This design comes from an exercise in tuning for small area, a short achievable clock period and few clock cycles per item on the open sky130 flow, not from production work.
Function was checked by simulation only, so behaviour that the tests miss may differ from the original.
Power figures rest on the tool's default switching activity, not on a simulated workload.

## eased_overlay_transition_sequencer_core
module eased_overlay_transition_sequencer_core (
   input  wire                       clock,
   input  wire                       reset,
   input  wire                       req_tvalid,
   output logic                      req_tready,
   input  wire  [15:0]               req_tdata,    
   input  wire  [6:0]                req_tuser,    
   output logic                      rsp_tvalid,
   input  wire                       rsp_tready,
   output logic [eots_pkg::RSP_W-1:0] rsp_tdata,
   input  wire                       csr_write_enable,
   input  wire  [1:0]                csr_index,
   input  wire  [16:0]               csr_wdata
);
clock: 8.0 ns
lec_check: 0
cap_margin: 20
core_margin: 2
core_utilization: 40
cts_buf_list: sky130_fd_sc_hd__clkbuf_4
place_density: 0.6
setup_slack_margin: 3.5
slew_margin: 20
run.sh (not shown) runs the stock make flow with config.mk's settings and CLKGATE_MAP_FILE= SYNTH_SCRIPT=/design/flow/synth_recipe.tcl, a recipe that flattens the netlist after the stock synthesis.
Testbench counts at the start, summed over its fixed seeds: cycles 7,504, items 7,142.
Next try:
--- a/flow/design.v
+++ b/flow/design.v
@@ -698,14 +698,23 @@
    logic [11:0] scr_w_ff, scr_h_ff;
    logic [16:0] acap_ff;                     
    logic        rsp_valid_ff;
    logic        adv;
    logic        req_fire;
    logic        req_start;
    logic        nxt_busy_ff;
+   logic        rdy_ff;
+   logic        skid_v_ff;
+   logic [2:0]  skid_tok_ff;
+   logic [15:0] skid_len_ff;
+   logic [3:0]  skid_kind_ff;
+   logic        div_free;
+   logic        skid_start;
+   logic        go_skid;
+   logic        go_req;
    logic [2:0]  dl_ff [DL];
    logic [2:0]  req_tok;
    logic [15:0] div_len, div_quo, div_rem;
    logic [3:0]  nxt_kind_ff;
    logic [1:0]  phase_ff;
    logic [3:0]  kind_ff;
    logic [15:0] qinc_ff;      
@@ -737,16 +746,16 @@
    logic [16:0] o_prog_ff, o_alpha_ff;
    logic [12:0] o_x_ff, o_y_ff;
    logic [11:0] o_w_ff, o_h_ff;
    logic        o_done_ff;
    assign adv        = !rsp_valid_ff || rsp_tready;
    assign req_start  = (req_tuser[2:0] == eots_pkg::ACT_CLOSE) ||
                        (req_tuser[2:0] == eots_pkg::ACT_OPEN);
-   assign req_tready = adv && !(nxt_busy_ff && req_start);
-   assign req_fire   = req_tvalid && req_tready && !reset;
+   assign req_tready = rdy_ff;
+   assign req_fire   = req_tvalid && rdy_ff && !reset;
    always_comb begin
       unique case (req_tuser[2:0])
          eots_pkg::ACT_TICK:     req_tok = T_TICK;
          eots_pkg::ACT_CLOSE:    req_tok = T_CLOSE;
          eots_pkg::ACT_OPEN:     req_tok = T_OPEN;
          eots_pkg::ACT_COMPLETE: req_tok = T_COMPLETE;
          eots_pkg::ACT_CANCEL:   req_tok = T_CANCEL;
@@ -764,43 +773,70 @@
             eots_pkg::CSR_SCREEN_H:   scr_h_ff <= csr_wdata[11:0];
             eots_pkg::CSR_BASE_ALPHA: acap_ff  <= csr_wdata[16] ? ONE : csr_wdata;
             default: begin
             end
          endcase
       end
    end
+   logic apply;
+   assign div_free   = !nxt_busy_ff || apply;
+   assign skid_start = (skid_tok_ff == T_OPEN) || (skid_tok_ff == T_CLOSE);
+   assign go_skid    = skid_v_ff && adv && (!skid_start || div_free);
+   assign go_req     = req_fire && adv && (!req_start || div_free);
    always_ff @(posedge clock) begin
       if (reset) begin
          for (int i = 0; i < DL; i++) dl_ff[i] <= T_EMPTY;
       end else if (adv) begin
-         dl_ff[0] <= req_fire ? req_tok : T_EMPTY;
+         dl_ff[0] <= go_skid ? skid_tok_ff : (go_req ? req_tok : T_EMPTY);
          for (int i = 1; i < DL; i++) dl_ff[i] <= dl_ff[i-1];
       end
    end
-   logic div_start;
-   assign div_start = req_fire && req_start;
+   always_ff @(posedge clock) begin
+      if (reset) begin
+         skid_v_ff <= 1'b0;
+         rdy_ff    <= 1'b1;
+      end else begin
+         if (skid_v_ff) begin
+            skid_v_ff <= !go_skid;
+            rdy_ff    <= go_skid;
+         end else begin
+            skid_v_ff <= req_fire && !go_req;
+            rdy_ff    <= !(req_fire && !go_req);
+         end
+      end
+   end
+   always_ff @(posedge clock) begin
+      if (!skid_v_ff) begin
+         skid_tok_ff  <= req_tok;
+         skid_len_ff  <= req_tdata;
+         skid_kind_ff <= req_tuser[6:3];
+      end
+   end
+   logic        div_start;
+   logic [15:0] div_len_in;
+   assign div_start  = (go_skid && skid_start) || (go_req && req_start);
+   assign div_len_in = go_skid ? skid_len_ff : req_tdata;
    eots_unit u_unit (
       .clock (clock),
       .reset (reset),
       .start (div_start),
-      .len   (req_tdata),
+      .len   (div_len_in),
       .len_q (div_len),
       .quo   (div_quo),
       .rem   (div_rem)
    );
    always_ff @(posedge clock) begin
-      if (div_start) nxt_kind_ff <= req_tuser[6:3];
+      if (div_start) nxt_kind_ff <= go_skid ? skid_kind_ff : req_tuser[6:3];
    end
    logic [2:0]  tok;
    logic        active;
    logic        c_step;
    logic [17:0] q_sum2;
    logic [16:0] q_sum;
    logic        tick_done;
-   logic        apply;
    logic [16:0] rdec_new;
    assign tok       = dl_ff[DL-1];
    assign active    = (phase_ff == eots_pkg::PH_OPENING) || (phase_ff == eots_pkg::PH_CLOSING);
    assign c_step    = !e_ff[16];
    assign q_cur     = {qh_ff, qx_ff ^ {15{qh_ff}}};
    assign q_sum2    = {1'b0, q_cur, 1'b1} + {1'b0, qinc_ff, c_step};
    assign q_sum     = q_sum2[17:1];
Synthesized area rose by 3.2%.
Sequential share of layout area rose by 1.5 points.
Cell area rose by 1.9%.
Clock power rose by about 5%.
Maximum frequency rose by 2.0%.
Total power is about the same.
Clock-buffer cell count rose by 5.
Die area rose by 3.2%.
Global-route usage fell by 0.82 points.
Testbench counts after the change, summed over its fixed seeds: cycles 7,492, items 7,142.

## what the ideal ports hide
No port has a modelled driver above. Below, the same layouts with a new extraction and two added sets of constraints. Step 1 sets driving cells, clkbuf_16 on the clock port and buf_2 on the other inputs (assumed; they add their load-dependent delay and slew). Step 2 also shifts input and output timing later by t, the mid clock arrival at the registers, as if the neighbouring blocks saw the same clock. Slacks: no drivers / after step 1 / after step 2; pairs: no drivers / after step 1.
run	shift t [ns]	setup slack, ns	worst register clock-pin slew, ns
the first run	0.906	3.064 / 3.064 / 2.829	0.08 / 0.08
the second run	0.911	3.161 / 3.161 / 2.934	0.08 / 0.08
After both steps every run listed still meets setup and hold. The setup slack of the first run, which loses most, moves by 0.000 ns with the drivers and by -0.235 ns with both steps.
